From an optimization exercise on the open Yosys and OpenROAD flow, aimed at small area, a short achievable clock period and few clock cycles per item; shortcuts taken in it are not production practice. RTL that was checked went through simulation tests only; none was proved equivalent to the original.

==> job 4951: inputs <==
==> flow/design.v (excerpt) <==
module vpu_sp_top (
  input  logic        clk,
  input  logic        rst_n,
  input  logic        line_start,
  input  logic [7:0]  line_y,
  output logic        busy,
  output logic        line_done,
  output logic        param_req_en,
  output logic [3:0]  param_req_addr,
  input  logic [31:0] param_rdata,
  output logic        tile_req_en,
  output logic [15:0] tile_req_addr,
  input  logic [7:0]  tile_rdata,
  output logic        pal_req_en,
  output logic [9:0]  pal_req_addr,
  input  logic [31:0] pal_rdata,
  output logic        lb_rd_en,
  output logic [7:0]  lb_rd_addr,
  output logic        lb_wr_en,
  output logic [7:0]  lb_wr_addr,
  output logic [31:0] lb_wdata,
  input  logic [31:0] lb_rdata
);
==> flow/config.mk <==
export PLATFORM = sky130hd
export DESIGN_NAME = vpu_sp_top
export DESIGN_NICKNAME = vpu_sp_top
export VERILOG_FILES = /design/flow/design.v
export SDC_FILE = /design/flow/constraint.sdc
export NUM_CORES = 4
export LEC_CHECK = 0
export CAP_MARGIN = 20
export CORE_MARGIN = 2
export CORE_UTILIZATION = 40
export SLEW_MARGIN = 20
==> flow/constraint.sdc <==
create_clock -name core_clock -period 11.0 [get_ports {clk}]
set_input_delay 2.2000 -clock core_clock [delete_from_list [all_inputs] [get_ports {clk}]]
set_output_delay 2.2000 -clock core_clock [all_outputs]
set_load 0.01 [all_outputs]
run.sh (not shown) runs the stock make flow with config.mk's settings and CLKGATE_MAP_FILE= SYNTH_SCRIPT=/design/flow/synth_recipe.tcl, a recipe that flattens the netlist after the stock synthesis.
==> job 5872 (differences from job 4951) <==
--- a/flow/design.v
+++ b/flow/design.v
@@ -53,21 +53,23 @@
 endpackage
 `timescale 1ns/100ps
 module vpu_sp_mix (
   input  logic [7:0] x0,
   input  logic [7:0] x1,
   input  logic [7:0] sel,
   input  logic       keep,
-  output logic [7:0] y
+  output logic [7:0] hi_a,
+  output logic [7:0] hi_b,
+  output logic       c8
 );
   logic [7:0] m [8];
   logic [7:0] k;
   logic [15:0] ra;
   logic [15:0] rb;
-  logic [15:0] sum;
+  logic [8:0]  lo;
   always_comb begin
     for (int i = 0; i < 8; i++) m[i] = sel[i] ? x1 : x0;
     k = keep ? m[0] : 8'd0;
   end
   logic w1, w2, w3, w4, w5, w6, w7, w8, w9, w10, w11, w12, w13, w14, w15, w16, w17, w18, w19, w20, w21, w22, w23, w24, w25, w26, w27, w28, w29, w30, w31, w32, w33, w34, w35, w36, w37, w38, w39, w40, w41, w42, w43, w44, w45, w46, w47, w48, w49, w50, w51, w52, w53, w54, w55, w56, w57, w58, w59, w60, w61, w62, w63, w64, w65, w66, w67, w68, w69, w70, w71, w72, w73, w74, w75, w76, w77, w78, w79, w80, w81, w82, w83, w84, w85, w86, w87, w88, w89, w90, w91, w92, w93, w94, w95, w96, w97, w98;
   assign w1 = m[0][5] ^ m[1][4];
   assign w2 = m[0][5] & m[1][4];
@@ -165,31 +167,35 @@
   assign w94 = (w68 & w69) | (w68 & m[7][4]) | (w69 & m[7][4]);
   assign w95 = w70 ^ w71 ^ m[7][5];
   assign w96 = (w70 & w71) | (w70 & m[7][5]) | (w71 & m[7][5]);
   assign w97 = w72 ^ m[6][7] ^ m[7][6];
   assign w98 = (w72 & m[6][7]) | (w72 & m[7][6]) | (m[6][7] & m[7][6]);
   assign ra = {1'b0, w98, w96, w94, w92, w90, w88, w86, w84, w82, w80, w78, w76, w74, w73, m[0][0]};
   assign rb = {1'b0, m[7][7], w97, w95, w93, w91, w89, w87, w85, w83, w81, w79, w77, w75, k[1], k[0]};
-  assign sum = ra + rb;
-  assign y   = sum[15:8];
+  assign lo   = {1'b0, ra[7:0]} + {1'b0, rb[7:0]};
+  assign c8   = lo[8];
+  assign hi_a = ra[15:8];
+  assign hi_b = rb[15:8];
 endmodule
 module vpu_sp_color_merge (
   input  logic [31:0] src,
   input  logic [31:0] dst,
   input  logic [7:0]  a_n,
   input  logic        a_zero,
   input  logic        a_full,
-  output logic [31:0] res
+  output logic [7:0]  res_a,
+  output logic [47:0] hi,
+  output logic [2:0]  c8
 );
   logic [8:0] a_sum;
   assign a_sum      = {1'b0, dst[31:24]} + {1'b0, src[31:24]};
-  assign res[31:24] = a_zero ? dst[31:24] : a_full ? 8'd255 : a_sum[8:1];
-  vpu_sp_mix u_r (.x0(dst[23:16]), .x1(src[23:16]), .sel(src[31:24]), .keep(a_zero | a_full), .y(res[23:16]));
-  vpu_sp_mix u_g (.x0(src[15:8]),   .x1(dst[15:8]),  .sel(a_n),        .keep(a_zero | a_full), .y(res[15:8]));
-  vpu_sp_mix u_b (.x0(dst[7:0]),    .x1(src[7:0]),   .sel(src[31:24]), .keep(a_zero | a_full), .y(res[7:0]));
+  assign res_a = a_zero ? dst[31:24] : a_full ? 8'd255 : a_sum[8:1];
+  vpu_sp_mix u_r (.x0(dst[23:16]), .x1(src[23:16]), .sel(src[31:24]), .keep(a_zero | a_full), .hi_a(hi[47:40]), .hi_b(hi[39:32]), .c8(c8[2]));
+  vpu_sp_mix u_g (.x0(src[15:8]),   .x1(dst[15:8]),  .sel(a_n),        .keep(a_zero | a_full), .hi_a(hi[31:24]), .hi_b(hi[23:16]), .c8(c8[1]));
+  vpu_sp_mix u_b (.x0(dst[7:0]),    .x1(src[7:0]),   .sel(src[31:24]), .keep(a_zero | a_full), .hi_a(hi[15:8]), .hi_b(hi[7:0]), .c8(c8[0]));
 endmodule
 `timescale 1ns/100ps
 module vpu_sp (
   input  logic                   clk,
   input  logic                   rst_n,
   input  logic                   line_start,
   input  logic [7:0]             line_y,
@@ -208,25 +214,18 @@
   logic [7:0] cur_y;
   logic [2:0] f_idx;       
   logic       f_word;      
   logic       f_req;       
   logic       f_done;      
   logic       w0_arr;      
   logic       w1_arr;      
-  logic       w0_en;
-  logic [1:0] w0_s;
-  logic [8:0] w0_x;
-  logic [7:0] w0_y;
-  logic       d_v;
-  logic [1:0] d_s;
-  logic [7:0] d_x;
-  logic [2:0] d_oyr;
-  logic [1:0] d_bank;
-  logic [7:0] d_t;         
-  logic [6:0] d_pal;       
+  logic       w_vis;       
+  logic [1:0] w_s;
+  logic [7:0] w_x;
+  logic [5:0] w_oy;
   logic       k_act;
   logic [1:0] k_bank;
   logic [7:0] k_t;
   logic [2:0] k_oyr;
   logic [2:0] k_oxr;
   logic [2:0] k_oxh;
   logic [1:0] k_s;
@@ -245,178 +244,186 @@
   logic [31:0] p4_src;
   logic [31:0] p4_dst;
   logic [7:0] p4_an;       
   logic       p4_az;
   logic       p4_af;
   logic       p5_v;
   logic [7:0] p5_x;
-  logic [31:0] p5_res;
+  logic [7:0] p5_a;
+  logic [47:0] p5_hi;
+  logic [2:0] p5_c8;
+  logic       p6_v;
+  logic [7:0] p6_x;
+  logic [31:0] p6_res;
   assign accept = !busy && line_start;
   logic [8:0] oy9;
   logic       vis;
   logic [2:0] oy_hi_mask;
   always_comb begin
-    oy9 = {1'b0, cur_y} - {1'b0, w0_y};
-    case (w0_s)
+    oy9 = {1'b0, cur_y} - {1'b0, param_rdata[7:0]};
+    case (param_rdata[25:24])
       2'd0: oy_hi_mask = 3'b111;
       2'd1: oy_hi_mask = 3'b110;
       2'd2: oy_hi_mask = 3'b100;
       default: oy_hi_mask = 3'b000;
     endcase
-    vis = w0_en && !oy9[8] && (oy9[7:6] == 2'b00) && ((oy9[5:3] & oy_hi_mask) == 3'b000)
-        && !w0_x[8];
+    vis = param_rdata[31] && !oy9[8] && (oy9[7:6] == 2'b00)
+       && ((oy9[5:3] & oy_hi_mask) == 3'b000) && !param_rdata[16];
   end
   logic       k_last;
   logic       k_free;
   logic       hazard;
   logic       take;
-  logic       cap;
+  logic       skip;        
+  logic       next_sp;     
   function automatic logic near(input logic v, input logic [7:0] x, input logic [7:0] base);
     logic [8:0] diff;
     diff = {1'b0, x} - {1'b0, base};
     near = v && !diff[8] && (diff[7:2] == 6'd0);
   endfunction
   always_comb begin
     logic [2:0] oxh_mask;
     case (k_s)
       2'd0: oxh_mask = 3'b000;
       2'd1: oxh_mask = 3'b001;
       2'd2: oxh_mask = 3'b011;
       default: oxh_mask = 3'b111;
     endcase
-    k_last = (k_x == 8'd255) || ((k_oxr == 3'd7) && ((k_oxh & oxh_mask) == oxh_mask));
-    k_free = !k_act || k_last;
-    hazard = near(k_act, k_x, d_x) || near(p1_v, p1_x, d_x) || near(p2_v, p2_x, d_x);
-    take   = d_v && k_free && !hazard;
-    cap    = w1_arr && (!vis || !d_v);
+    k_last  = (k_x == 8'd255) || ((k_oxr == 3'd7) && ((k_oxh & oxh_mask) == oxh_mask));
+    k_free  = !k_act || k_last;
+    hazard  = near(k_act, k_x, w_x) || near(p1_v, p1_x, w_x) || near(p2_v, p2_x, w_x)
+           || near(p3_v, p3_x, w_x);
+    take    = w1_arr && w_vis && k_free && !hazard;
+    skip    = (w0_arr && (!param_rdata[31] || param_rdata[16])) || (w1_arr && !w_vis);
+    next_sp = take || skip;
   end
   always_ff @(posedge clk) begin
     if (!rst_n) begin
       busy      <= 1'b0;
       line_done <= 1'b0;
       f_req     <= 1'b0;
       f_done    <= 1'b0;
       w0_arr    <= 1'b0;
       w1_arr    <= 1'b0;
-      d_v       <= 1'b0;
       k_act     <= 1'b0;
       k_took    <= 1'b0;
       p1_v      <= 1'b0;
       p2_v      <= 1'b0;
       p3_v      <= 1'b0;
       p4_v      <= 1'b0;
       p5_v      <= 1'b0;
+      p6_v      <= 1'b0;
     end else begin
       line_done <= 1'b0;
       w0_arr    <= f_req && !f_word;
-      w1_arr    <= f_req && f_word && !cap;
+      w1_arr    <= f_req && f_word && !next_sp;
       if (accept) begin
         busy   <= 1'b1;
         f_req  <= 1'b1;
         f_done <= 1'b0;
-      end else if (busy && f_done && !d_v && !k_act && !p1_v && !p2_v && !p3_v && !p4_v) begin
+      end else if (busy && f_done && !k_act && !p1_v && !p2_v && !p3_v && !p4_v && !p5_v) begin
         busy      <= 1'b0;
         line_done <= 1'b1;
       end
-      if (cap) begin
-        if (f_idx == 3'd7) begin
-          f_req  <= 1'b0;
-          f_done <= 1'b1;
-        end
+      if (next_sp && f_idx == 3'd7) begin
+        f_req  <= 1'b0;
+        f_done <= 1'b1;
       end
-      if (cap && vis) d_v <= 1'b1;
-      else if (take)  d_v <= 1'b0;
-      if (take)                k_act <= 1'b1;
+      if (take)                 k_act <= 1'b1;
       else if (k_act && k_last) k_act <= 1'b0;
       k_took <= take;
       p1_v <= k_act;
       p2_v <= p1_v;
       p3_v <= p2_v;
       p4_v <= p3_v;
       p5_v <= p4_v;
+      p6_v <= p5_v;
     end
   end
   always_ff @(posedge clk) begin
     if (accept) begin
       cur_y  <= line_y;
       f_idx  <= 3'd0;
       f_word <= 1'b0;
     end else if (f_req) begin
-      if (!f_word) begin
-        f_word <= 1'b1;
-      end else if (cap) begin
+      if (next_sp) begin
         f_idx  <= f_idx + 3'd1;
         f_word <= 1'b0;
+      end else begin
+        f_word <= 1'b1;
       end
     end
     if (w0_arr) begin
-      w0_en <= param_rdata[31];
-      w0_s  <= param_rdata[25:24];
-      w0_x  <= param_rdata[16:8];
-      w0_y  <= param_rdata[7:0];
-    end
-    if (cap && vis) begin
-      d_s     <= w0_s;
-      d_x     <= w0_x[7:0];
-      d_oyr   <= oy9[2:0];
-      d_bank  <= param_rdata[29:28];
-      d_t     <= param_rdata[23:16] + ({5'd0, oy9[5:3]} << w0_s);
-      d_pal   <= {param_rdata[6], param_rdata[5:4], param_rdata[3:0]};
+      w_vis <= vis;
+      w_s  <= param_rdata[25:24];
+      w_x  <= param_rdata[15:8];
+      w_oy <= oy9[5:0];
     end
     if (take) begin
-      k_bank <= d_bank;
-      k_t    <= d_t;
-      k_oyr  <= d_oyr;
+      k_bank <= param_rdata[29:28];
+      k_t    <= param_rdata[23:16] + ({5'd0, w_oy[5:3]} << w_s);
+      k_oyr  <= w_oy[2:0];
       k_oxr  <= 3'd0;
       k_oxh  <= 3'd0;
-      k_s    <= d_s;
-      k_x    <= d_x;
+      k_s    <= w_s;
+      k_x    <= w_x;
     end else begin
       k_oxr <= k_oxr + 3'd1;
       if (k_oxr == 3'd7) begin
         k_t   <= k_t + 8'd1;
         k_oxh <= k_oxh + 3'd1;
       end
       k_x <= k_x + 8'd1;
     end
     p1_x   <= k_x;
-    if (k_took) p1_pal <= d_pal;
+    if (k_took) p1_pal <= {param_rdata[6], param_rdata[5:4], param_rdata[3:0]};
     p2_x        <= p1_x;
     p2_pal_addr <= p1_pal[6] ? {p1_pal[5:4], p1_pal[3:0], tile_rdata[3:0]}
                              : {p1_pal[5:4], tile_rdata};
     p3_x   <= p2_x;
     p4_x   <= p3_x;
     p4_src <= pal_rdata;
     p4_dst <= lb_rdata;
     p4_an  <= ~pal_rdata[31:24];
     p4_az  <= (pal_rdata[31:24] == 8'd0);
     p4_af  <= (pal_rdata[31:24] == 8'd255);
     p5_x   <= p4_x;
-    p5_res <= blend_res;
+    p5_a   <= blend_a;
+    p5_hi  <= blend_hi;
+    p5_c8  <= blend_c8;
+    p6_x   <= p5_x;
+    p6_res <= {p5_a,
+               p5_hi[47:40] + p5_hi[39:32] + {7'd0, p5_c8[2]},
+               p5_hi[31:24] + p5_hi[23:16] + {7'd0, p5_c8[1]},
+               p5_hi[15:8]  + p5_hi[7:0]   + {7'd0, p5_c8[0]}};
   end
-  logic [31:0] blend_res;
+  logic [7:0]  blend_a;
+  logic [47:0] blend_hi;
+  logic [2:0]  blend_c8;
   vpu_sp_color_merge u_color_merge (
     .src (p4_src),
     .dst (p4_dst),
     .a_n    (p4_an),
     .a_zero (p4_az),
     .a_full (p4_af),
-    .res (blend_res)
+    .res_a  (blend_a),
+    .hi     (blend_hi),
+    .c8     (blend_c8)
   );
   assign param_req.en   = f_req;
   assign param_req.addr = {f_idx, f_word};
   assign tile_req.en    = k_act;
   assign tile_req.addr  = {k_bank, k_t, k_oyr, k_oxr};
   assign pal_req.en     = p2_v;
   assign pal_req.addr   = p2_pal_addr;
   assign lb_req.rd_en   = p2_v;
   assign lb_req.rd_addr = p2_x;
-  assign lb_req.wr_en   = p5_v;
-  assign lb_req.wr_addr = p5_x;
-  assign lb_req.wdata   = p5_res;
+  assign lb_req.wr_en   = p6_v;
+  assign lb_req.wr_addr = p6_x;
+  assign lb_req.wdata   = p6_res;
 endmodule
 `timescale 1ns/100ps
 module vpu_sp_top (
   input  logic        clk,
   input  logic        rst_n,
   input  logic        line_start,
   input  logic [7:0]  line_y,
==> flow/flow/run.sh (new file) <==
#!/bin/bash
# The standard layout, except that each port gets the smallest buffer
# (buf_1) instead of the one buffer_ports picks by default.
set -euo pipefail
export BUFFER_PORTS_ARGS="-buffer_cell sky130_fd_sc_hd__buf_1"
bash standard.sh finish > standard_flow.log 2>&1
==> flow/standard.sh (new file) <==
#!/bin/bash
# synth_recipe.tcl (not shown) runs the flow's synth.tcl, then flattens the netlist and writes it again
# the make line also repeats each setting of config.mk as NAME=value (left out here)
make -C /OpenROAD-flow-scripts/flow DESIGN_CONFIG=/design/flow/config.mk WORK_HOME=/design/flow/orfs CLKGATE_MAP_FILE= SYNTH_SCRIPT=/design/flow/synth_recipe.tcl "${@:-finish}"
removed: flow/run.sh
==> job 4442 (differences from job 4951) <==
--- a/flow/design.v
+++ b/flow/design.v
@@ -53,21 +53,23 @@
 endpackage
 `timescale 1ns/100ps
 module vpu_sp_mix (
   input  logic [7:0] x0,
   input  logic [7:0] x1,
   input  logic [7:0] sel,
   input  logic       keep,
-  output logic [7:0] y
+  output logic [7:0] hi_a,
+  output logic [7:0] hi_b,
+  output logic       c8
 );
   logic [7:0] m [8];
   logic [7:0] k;
   logic [15:0] ra;
   logic [15:0] rb;
-  logic [15:0] sum;
+  logic [8:0]  lo;
   always_comb begin
     for (int i = 0; i < 8; i++) m[i] = sel[i] ? x1 : x0;
     k = keep ? m[0] : 8'd0;
   end
   logic w1, w2, w3, w4, w5, w6, w7, w8, w9, w10, w11, w12, w13, w14, w15, w16, w17, w18, w19, w20, w21, w22, w23, w24, w25, w26, w27, w28, w29, w30, w31, w32, w33, w34, w35, w36, w37, w38, w39, w40, w41, w42, w43, w44, w45, w46, w47, w48, w49, w50, w51, w52, w53, w54, w55, w56, w57, w58, w59, w60, w61, w62, w63, w64, w65, w66, w67, w68, w69, w70, w71, w72, w73, w74, w75, w76, w77, w78, w79, w80, w81, w82, w83, w84, w85, w86, w87, w88, w89, w90, w91, w92, w93, w94, w95, w96, w97, w98;
   assign w1 = m[0][5] ^ m[1][4];
   assign w2 = m[0][5] & m[1][4];
@@ -165,31 +167,35 @@
   assign w94 = (w68 & w69) | (w68 & m[7][4]) | (w69 & m[7][4]);
   assign w95 = w70 ^ w71 ^ m[7][5];
   assign w96 = (w70 & w71) | (w70 & m[7][5]) | (w71 & m[7][5]);
   assign w97 = w72 ^ m[6][7] ^ m[7][6];
   assign w98 = (w72 & m[6][7]) | (w72 & m[7][6]) | (m[6][7] & m[7][6]);
   assign ra = {1'b0, w98, w96, w94, w92, w90, w88, w86, w84, w82, w80, w78, w76, w74, w73, m[0][0]};
   assign rb = {1'b0, m[7][7], w97, w95, w93, w91, w89, w87, w85, w83, w81, w79, w77, w75, k[1], k[0]};
-  assign sum = ra + rb;
-  assign y   = sum[15:8];
+  assign lo   = {1'b0, ra[7:0]} + {1'b0, rb[7:0]};
+  assign c8   = lo[8];
+  assign hi_a = ra[15:8];
+  assign hi_b = rb[15:8];
 endmodule
 module vpu_sp_color_merge (
   input  logic [31:0] src,
   input  logic [31:0] dst,
   input  logic [7:0]  a_n,
   input  logic        a_zero,
   input  logic        a_full,
-  output logic [31:0] res
+  output logic [7:0]  res_a,
+  output logic [47:0] hi,
+  output logic [2:0]  c8
 );
   logic [8:0] a_sum;
   assign a_sum      = {1'b0, dst[31:24]} + {1'b0, src[31:24]};
-  assign res[31:24] = a_zero ? dst[31:24] : a_full ? 8'd255 : a_sum[8:1];
-  vpu_sp_mix u_r (.x0(dst[23:16]), .x1(src[23:16]), .sel(src[31:24]), .keep(a_zero | a_full), .y(res[23:16]));
-  vpu_sp_mix u_g (.x0(src[15:8]),   .x1(dst[15:8]),  .sel(a_n),        .keep(a_zero | a_full), .y(res[15:8]));
-  vpu_sp_mix u_b (.x0(dst[7:0]),    .x1(src[7:0]),   .sel(src[31:24]), .keep(a_zero | a_full), .y(res[7:0]));
+  assign res_a = a_zero ? dst[31:24] : a_full ? 8'd255 : a_sum[8:1];
+  vpu_sp_mix u_r (.x0(dst[23:16]), .x1(src[23:16]), .sel(src[31:24]), .keep(a_zero | a_full), .hi_a(hi[47:40]), .hi_b(hi[39:32]), .c8(c8[2]));
+  vpu_sp_mix u_g (.x0(src[15:8]),   .x1(dst[15:8]),  .sel(a_n),        .keep(a_zero | a_full), .hi_a(hi[31:24]), .hi_b(hi[23:16]), .c8(c8[1]));
+  vpu_sp_mix u_b (.x0(dst[7:0]),    .x1(src[7:0]),   .sel(src[31:24]), .keep(a_zero | a_full), .hi_a(hi[15:8]), .hi_b(hi[7:0]), .c8(c8[0]));
 endmodule
 `timescale 1ns/100ps
 module vpu_sp (
   input  logic                   clk,
   input  logic                   rst_n,
   input  logic                   line_start,
   input  logic [7:0]             line_y,
@@ -245,15 +251,20 @@
   logic [31:0] p4_src;
   logic [31:0] p4_dst;
   logic [7:0] p4_an;       
   logic       p4_az;
   logic       p4_af;
   logic       p5_v;
   logic [7:0] p5_x;
-  logic [31:0] p5_res;
+  logic [7:0] p5_a;
+  logic [47:0] p5_hi;
+  logic [2:0] p5_c8;
+  logic       p6_v;
+  logic [7:0] p6_x;
+  logic [31:0] p6_res;
   assign accept = !busy && line_start;
   logic [8:0] oy9;
   logic       vis;
   logic [2:0] oy_hi_mask;
   always_comb begin
     oy9 = {1'b0, cur_y} - {1'b0, w0_y};
     case (w0_s)
@@ -281,15 +292,16 @@
       2'd0: oxh_mask = 3'b000;
       2'd1: oxh_mask = 3'b001;
       2'd2: oxh_mask = 3'b011;
       default: oxh_mask = 3'b111;
     endcase
     k_last = (k_x == 8'd255) || ((k_oxr == 3'd7) && ((k_oxh & oxh_mask) == oxh_mask));
     k_free = !k_act || k_last;
-    hazard = near(k_act, k_x, d_x) || near(p1_v, p1_x, d_x) || near(p2_v, p2_x, d_x);
+    hazard = near(k_act, k_x, d_x) || near(p1_v, p1_x, d_x) || near(p2_v, p2_x, d_x)
+          || near(p3_v, p3_x, d_x);
     take   = d_v && k_free && !hazard;
     cap    = w1_arr && (!vis || !d_v);
   end
   always_ff @(posedge clk) begin
     if (!rst_n) begin
       busy      <= 1'b0;
       line_done <= 1'b0;
@@ -301,23 +313,24 @@
       k_act     <= 1'b0;
       k_took    <= 1'b0;
       p1_v      <= 1'b0;
       p2_v      <= 1'b0;
       p3_v      <= 1'b0;
       p4_v      <= 1'b0;
       p5_v      <= 1'b0;
+      p6_v      <= 1'b0;
     end else begin
       line_done <= 1'b0;
       w0_arr    <= f_req && !f_word;
       w1_arr    <= f_req && f_word && !cap;
       if (accept) begin
         busy   <= 1'b1;
         f_req  <= 1'b1;
         f_done <= 1'b0;
-      end else if (busy && f_done && !d_v && !k_act && !p1_v && !p2_v && !p3_v && !p4_v) begin
+      end else if (busy && f_done && !d_v && !k_act && !p1_v && !p2_v && !p3_v && !p4_v && !p5_v) begin
         busy      <= 1'b0;
         line_done <= 1'b1;
       end
       if (cap) begin
         if (f_idx == 3'd7) begin
           f_req  <= 1'b0;
           f_done <= 1'b1;
@@ -329,14 +342,15 @@
       else if (k_act && k_last) k_act <= 1'b0;
       k_took <= take;
       p1_v <= k_act;
       p2_v <= p1_v;
       p3_v <= p2_v;
       p4_v <= p3_v;
       p5_v <= p4_v;
+      p6_v <= p5_v;
     end
   end
   always_ff @(posedge clk) begin
     if (accept) begin
       cur_y  <= line_y;
       f_idx  <= 3'd0;
       f_word <= 1'b0;
@@ -387,36 +401,47 @@
     p4_x   <= p3_x;
     p4_src <= pal_rdata;
     p4_dst <= lb_rdata;
     p4_an  <= ~pal_rdata[31:24];
     p4_az  <= (pal_rdata[31:24] == 8'd0);
     p4_af  <= (pal_rdata[31:24] == 8'd255);
     p5_x   <= p4_x;
-    p5_res <= blend_res;
+    p5_a   <= blend_a;
+    p5_hi  <= blend_hi;
+    p5_c8  <= blend_c8;
+    p6_x   <= p5_x;
+    p6_res <= {p5_a,
+               p5_hi[47:40] + p5_hi[39:32] + {7'd0, p5_c8[2]},
+               p5_hi[31:24] + p5_hi[23:16] + {7'd0, p5_c8[1]},
+               p5_hi[15:8]  + p5_hi[7:0]   + {7'd0, p5_c8[0]}};
   end
-  logic [31:0] blend_res;
+  logic [7:0]  blend_a;
+  logic [47:0] blend_hi;
+  logic [2:0]  blend_c8;
   vpu_sp_color_merge u_color_merge (
     .src (p4_src),
     .dst (p4_dst),
     .a_n    (p4_an),
     .a_zero (p4_az),
     .a_full (p4_af),
-    .res (blend_res)
+    .res_a  (blend_a),
+    .hi     (blend_hi),
+    .c8     (blend_c8)
   );
   assign param_req.en   = f_req;
   assign param_req.addr = {f_idx, f_word};
   assign tile_req.en    = k_act;
   assign tile_req.addr  = {k_bank, k_t, k_oyr, k_oxr};
   assign pal_req.en     = p2_v;
   assign pal_req.addr   = p2_pal_addr;
   assign lb_req.rd_en   = p2_v;
   assign lb_req.rd_addr = p2_x;
-  assign lb_req.wr_en   = p5_v;
-  assign lb_req.wr_addr = p5_x;
-  assign lb_req.wdata   = p5_res;
+  assign lb_req.wr_en   = p6_v;
+  assign lb_req.wr_addr = p6_x;
+  assign lb_req.wdata   = p6_res;
 endmodule
 `timescale 1ns/100ps
 module vpu_sp_top (
   input  logic        clk,
   input  logic        rst_n,
   input  logic        line_start,
   input  logic [7:0]  line_y,
==> summary of the runs <==
- Job 4951 went through all stages and came out clean. Job 4442 completed without violations. Job 5872 passed the timing, DRC and antenna checks.
- The highest fmax belongs to job 5872, the lowest to job 4951.
- Against job 4442, the first-iteration DRC count of job 4951 is smaller by about 27%.
- Worst setup slack: job 5872 > job 4442 > job 4951.
- Between job 5872 and job 4442, the lower area after synthesis is in job 5872 (gap 5.3%, measured against job 4442).
- Between job 4442 and job 4951, the lower hold slack is in job 4442 (gap 1.5 ps).
- The highest register-to-register slack belongs to job 5872, the lowest to job 4951.
Testbench counts of job 5872, summed over its fixed seeds: cycles 50,366, lines 512.
The RTL of job 4951 and job 4442 was laid out without a check of its function.

separate check: timing with driven ports:
No port has a modelled driver above. Below, the same layouts with a new extraction and two added sets of constraints. Step 1, drivers: a clkbuf_16 drives clk and a buf_2 each remaining input, both assumed. Step 2 also shifts input and output timing later by t, the mid clock arrival at the registers, as if the neighbouring blocks saw the same clock. a / b / c = ideal ports / drivers / drivers and shift; a / b = the first two.
| run | shift t [ns] | slack for setup (ns) | clock arrival spread, ns |
|---|---|---|---|
| job 4951 | 0.609 | 5.602 / 5.602 / 5.602 | 0.013 / 0.013 |
| job 5872 | 0.591 | 7.235 / 7.235 / 6.679 | 0.016 / 0.016 |
| job 4442 | 0.593 | 6.761 / 6.761 / 6.686 | 0.024 / 0.025 |
After both steps setup and hold are still met in every run listed. The setup slack of job 5872, which loses most, moves by 0.000 ns with the drivers and by -0.556 ns with both steps.
